Background: an optimization exercise with open tools, aiming at a short achievable clock period and few clock cycles. Do not read the settings as production practice. Only simulation tests tie the RTL to the original design; equivalence was not proved.

==> inputs of try-raven <==
## pn_top
module pn_top (
    input  logic             clk,
    input  logic             rst_n,
    input  logic             in_valid,
    input  logic             mode,
    input  logic             operator,
    input  logic [2:0]       in,
    output logic             out_valid,
    output pn_pkg::pn_word_t out
);
clock: 11.0 ns
lec_check: 0
abc_clock_period_in_ps: 1500
cap_margin: 20
core_margin: 2
core_utilization: 40
slew_margin: 20
tns_end_percent: 5
standard.sh (not shown) runs the stock make flow with config.mk's settings and CLKGATE_MAP_FILE= SYNTH_SCRIPT=/design/flow/synth_recipe.tcl, a recipe that flattens the netlist after the stock synthesis.
==> flow/flow/run.sh <==
#!/bin/bash
set -o pipefail
export SETUP_SLACK_MARGIN=${PN_SETUP_MARGIN:-7.6}
bash standard.sh > standard.log 2>&1
==> try-amber: changes against try-raven <==
--- a/flow/design.v
+++ b/flow/design.v
@@ -56,15 +56,15 @@
 endmodule
 module pn_alu #(
     parameter int W = pn_pkg::PN_DATA_W,
     parameter int H = pn_pkg::PN_HALF_W
 ) (
     input  logic [3*H:0] lhs,
     input  logic [3*H:0] rhs,
-    input  logic [2:0]   op,
+    input  logic [3:0]   op_oh,
     input  logic [W-1:0] big_s,
     input  logic [W-1:0] big_c,
     output logic [3*H:0] result,
     output logic         need_big
 );
     logic [W-1:0] a, b;
     logic [W-1:0] ns_s, ns_c;
@@ -82,21 +82,21 @@
     pn_sadd u_nsum (.a(ns_s), .b({ns_c[W-2:0], 1'b0}), .cin(1'b0), .r(nsum));
     assign sign = sum[3*H] ? sum[3*H-1] : sum[2*H-1];
     pn_mul3_rows u_rows_a (.big(b), .sm(lhs[2:0]), .ra(ma_a), .rb(ma_b));
     pn_mul3_rows u_rows_b (.big(a), .sm(rhs[2:0]), .ra(mb_a), .rb(mb_b));
     pn_sadd u_prod_a (.a(ma_a), .b(ma_b), .cin(1'b0), .r(prod_a));
     pn_sadd u_prod_b (.a(mb_a), .b(mb_b), .cin(1'b0), .r(prod_b));
     pn_sadd u_prod_big (.a(big_s), .b(big_c), .cin(1'b0), .r(prod_big));
-    assign need_big = (op == pn_pkg::OP_MUL) && !small_a && !small_b;
     logic is_sub, is_mul, is_abs, is_add;
     logic sel_mb, sel_ma, sel_mbig;
-    assign is_sub   = (op == pn_pkg::OP_SUB);
-    assign is_mul   = (op == pn_pkg::OP_MUL);
-    assign is_abs   = (op == pn_pkg::OP_ABS_SUM);
-    assign is_add   = !is_sub && !is_mul && !is_abs;
+    assign is_add   = op_oh[0];
+    assign is_sub   = op_oh[1];
+    assign is_mul   = op_oh[2];
+    assign is_abs   = op_oh[3];
+    assign need_big = is_mul && !small_a && !small_b;
     assign sel_mb   = is_mul && small_b;
     assign sel_ma   = is_mul && !small_b && small_a;
     assign sel_mbig = is_mul && !small_b && !small_a;
     assign result = ({(3*H+1){is_add}}            & sum)
                   | ({(3*H+1){is_sub}}            & diff)
                   | ({(3*H+1){sel_mb}}            & prod_b)
                   | ({(3*H+1){sel_ma}}            & prod_a)
@@ -128,45 +128,48 @@
     end
 endmodule
 module pn_alu_small #(
     parameter int W = pn_pkg::PN_DATA_W,
     parameter int H = pn_pkg::PN_HALF_W
 ) (
     input  logic [3*H:0] lhs,
-    input  logic [2:0]   op,
+    input  logic [3:0]   op_oh,
     input  logic [2:0]   val,
     output logic [3*H:0] result
 );
     localparam int SW = 3 * H + 1;
     logic [W-1:0]    a;
-    logic [8*SW-1:0] cands;
+    logic [8*SW-1:0] c_add, c_sub, c_mul, c_abs;
+    logic [SW-1:0]   r_add, r_sub, r_mul, r_abs;
     pn_sv_bin u_bin (.v(lhs), .b(a));
     for (genvar v = 0; v < 8; v++) begin : g_val
         localparam logic [W-1:0] VW = v;
         localparam logic [W-1:0] VN = 1 - v;
         logic [W-1:0] ra, rb;
-        logic [3*H:0] s, d, ns, m, c;
+        logic [3*H:0] s, d, ns, m;
         logic         sign;
         pn_sadd u_s  (.a(a), .b(VW), .cin(1'b0), .r(s));
         pn_sadd u_d  (.a(a), .b(~VW), .cin(1'b1), .r(d));
         pn_sadd u_ns (.a(~a), .b(VN), .cin(1'b0), .r(ns));
         pn_mul3_rows u_rows (.big(a), .sm(VW[2:0]), .ra(ra), .rb(rb));
         pn_sadd u_m  (.a(ra), .b(rb), .cin(1'b0), .r(m));
         assign sign = s[3*H] ? s[3*H-1] : s[2*H-1];
-        always_comb begin
-            case (op)
-                pn_pkg::OP_SUB:     c = d;
-                pn_pkg::OP_MUL:     c = m;
-                pn_pkg::OP_ABS_SUM: c = sign ? ns : s;
-                default:            c = s;
-            endcase
-        end
-        assign cands[v*SW +: SW] = c;
+        assign c_add[v*SW +: SW] = s;
+        assign c_sub[v*SW +: SW] = d;
+        assign c_mul[v*SW +: SW] = m;
+        assign c_abs[v*SW +: SW] = sign ? ns : s;
     end
-    assign result = cands[val*SW +: SW];
+    assign r_add = c_add[val*SW +: SW];
+    assign r_sub = c_sub[val*SW +: SW];
+    assign r_mul = c_mul[val*SW +: SW];
+    assign r_abs = c_abs[val*SW +: SW];
+    assign result = ({SW{op_oh[0]}} & r_add)
+                  | ({SW{op_oh[1]}} & r_sub)
+                  | ({SW{op_oh[2]}} & r_mul)
+                  | ({SW{op_oh[3]}} & r_abs);
 endmodule
 `timescale 1ns/1ps
 module pn_bigmul (
     input  logic        clk,
     input  logic [23:0] a,
     input  logic [23:0] b,
     output logic [23:0] ps,
@@ -1524,21 +1527,21 @@
 );
     logic                casc_q;
     logic [1:0]          mw_q;
     pn_pkg::pn_sv_t      t_q;
     pn_pkg::pn_sv_t      n_q;
     pn_pkg::pn_sv_t      n_spec_q;
     logic [2:0]          top_op_q;
+    logic [3:0]          top_oh_q;    
     logic                top_hl_q;
     logic                top_vld_q;
     logic                postfix;
     logic                is_oper;
     logic [2:0]          tok_val;
     pn_pkg::pn_sv_t      tok_data;
-    logic [2:0]          alu_op;
     pn_pkg::pn_sv_t      alu_res;
     logic                need_big;
     pn_pkg::pn_data_t    big_s, big_c;
     pn_pkg::pn_sv_t      spec_res;
     pn_pkg::pn_sv_t      red_res;
     logic                stk_push, stk_pop;
     pn_pkg::pn_sv_t      stk_top;
@@ -1556,19 +1559,26 @@
     logic                big_use;
     logic                done;
     pn_pkg::pn_sv_t      done_val;
     assign postfix  = (tok_frame_mode == pn_pkg::MODE_POSTFIX);
     assign is_oper  = tok_token[3];
     assign tok_val  = tok_token[2:0];
     assign tok_data = pn_pkg::pn_sv_t'({{(pn_pkg::PN_SV_W-3){1'b0}}, tok_val});
-    assign alu_op = postfix ? tok_val : top_op_q;
+    function automatic logic [3:0] op_onehot(input logic [2:0] code);
+        op_onehot = {code == pn_pkg::OP_ABS_SUM, code == pn_pkg::OP_MUL,
+                     code == pn_pkg::OP_SUB,
+                     code != pn_pkg::OP_ABS_SUM && code != pn_pkg::OP_MUL &&
+                     code != pn_pkg::OP_SUB};
+    endfunction
+    logic [3:0] alu_oh;
+    assign alu_oh = postfix ? op_onehot(tok_val) : top_oh_q;
     pn_alu u_alu (
         .lhs      (n_q),
         .rhs      (t_q),
-        .op       (alu_op),
+        .op_oh    (alu_oh),
         .big_s    (big_s),
         .big_c    (big_c),
         .result   (alu_res),
         .need_big (need_big)
     );
     pn_pkg::pn_data_t    n_bin, t_bin, done_bin;
     pn_sv_bin u_n_bin (.v(n_q), .b(n_bin));
@@ -1578,15 +1588,15 @@
         .a   (n_bin),
         .b   (t_bin),
         .ps  (big_s),
         .pc  (big_c)
     );
     pn_alu_small u_spec (
         .lhs    (n_spec_q),
-        .op     (top_op_q),
+        .op_oh  (top_oh_q),
         .val    (tok_val),
         .result (spec_res)
     );
     assign red_res = casc_q ? alu_res : spec_res;
     always_comb begin
         pf_push   = 1'b0;
         pf_oper   = 1'b0;
@@ -1689,19 +1699,21 @@
         end
         if (n_spec_en) begin
             n_spec_q <= n_d;
         end
         if (step) begin
             if (px_push) begin
                 top_op_q <= tok_val;
+                top_oh_q <= op_onehot(tok_val);
                 top_hl_q <= 1'b0;
             end else if (px_left) begin
                 top_hl_q <= 1'b1;
             end else if (px_reduce) begin
                 top_op_q <= stk_top_op;
+                top_oh_q <= op_onehot(stk_top_op);
                 top_hl_q <= 1'b1;
             end
         end
     end
     logic o_alu, o_spec, o_t, o_x;
     pn_pkg::pn_sv_t   o_other;
     assign o_alu  = step && ((pf_oper && tok_last) || (px_reduce && casc_q && !stk_top_vld));
==> results.toml <==
[outcome]
status = "complete, no violations"

[synth]
synthAdderAreaFrac_pct = 14.8

[global_route]
use_met2_pct = 47.9
grt_pass1_wl_um = 357000

[floorplanning]
coreArea_sq_mm = 0.140
well_tap_count = 1876

[clock_tree]
postCtsSetupBuffers = 203

[critical_path]
r2r_slack_ns = 6.19
crit_chain = "buf_6 > buf_12 > mux2i_1 > buf_4 > clkinvlp_4 > buf_6 > o22ai_2 > a22oi_2 > inv_1 > ha_1 > fa_1 > a21o_1 > a21o_1 > nand2_1 > nand2_1 > a21oi_1 > xor2_1 > o22ai_1 > a211o_1 > a21oi_2 > mux2i_1 > a22o_1"

[placement]
dpl.hpwl_um = 169000
globalplace.congestion = 1.07
postPlaceCellArea_sq_mm = 0.0587

[timing]
fmax_mhz = 208

[finish]
nFlopsAndLatches = 663
clock_area_share_pct = 3.68

[detailed_routing]
first_pass_iters = 11
That was try-amber.
==> results.toml <==
[outcome]
status = "complete, no violations"

[floorplanning]
well_tap_count = 1917
coreArea_sq_mm = 0.146

[clock_tree]
postCtsSetupBuffers = 197

[finish]
nFlopsAndLatches = 659
multi_input_area_sq_mm = 0.0402
clock_area_share_pct = 3.72

[global_route]
use_met2_pct = 47.5
grt_pass1_wl_um = 391000

[detailed_routing]
dr_wl_met3_um = 41300
first_pass_iters = 9

[critical_path]
r2r_slack_ns = 5.96
crit_chain = "buf_4 > buf_6 > nor2b_2 > buf_4 > nand2_4 > buf_4 > buf_4 > nor3_1 > nor2_4 > nor2_1 > nor3_1 > o311a_1 > buf_4 > a21oi_1 > a211oi_1 > a21oi_1"

[placement]
dpl.hpwl_um = 185000

[synth]
synth_mux_area_share_pct = 3.17
synth_edf_count = 425
That was try-raven.
Testbench counts of try-raven, summed over its fixed seeds: cycles 5,191.
Testbench counts of try-amber, summed over its fixed seeds: cycles 5,191.

static timing again, ports no longer ideal:
How much do the figures lean on ideal ports? The routed layouts below were timed once more, with nothing changed but the port constraints. Step 1 sets driving cells, clkbuf_16 on the clock port and buf_2 on the other inputs (assumed; they add their load-dependent delay and slew). Step 2 adds t to the input delays and takes it off the output delays; t is the mean of the earliest and latest rising clock arrival at the registers after step 1. Input paths then give back, and output paths get back, about the clock's delay inside the block. Three values: no drivers, after step 1, after step 2; two values: the first two.
| run | t (ns) | setup WS [ns] | worst setup path at the end | slew at the worst register clock pin (ns) | cell pins on the clock port's net |
|---|---|---|---|---|---|
| try-raven | 0.762 | 5.964 / 5.964 / 5.662 | input to register | 0.07 / 0.07 | 1 |
| try-amber | 0.767 | 6.191 / 6.191 / 5.495 | input to register | 0.08 / 0.08 | 1 |
After both steps every run listed still meets setup and hold. The setup slack of try-amber, which loses most, moves by 0.000 ns with the drivers and by -0.696 ns with both steps.
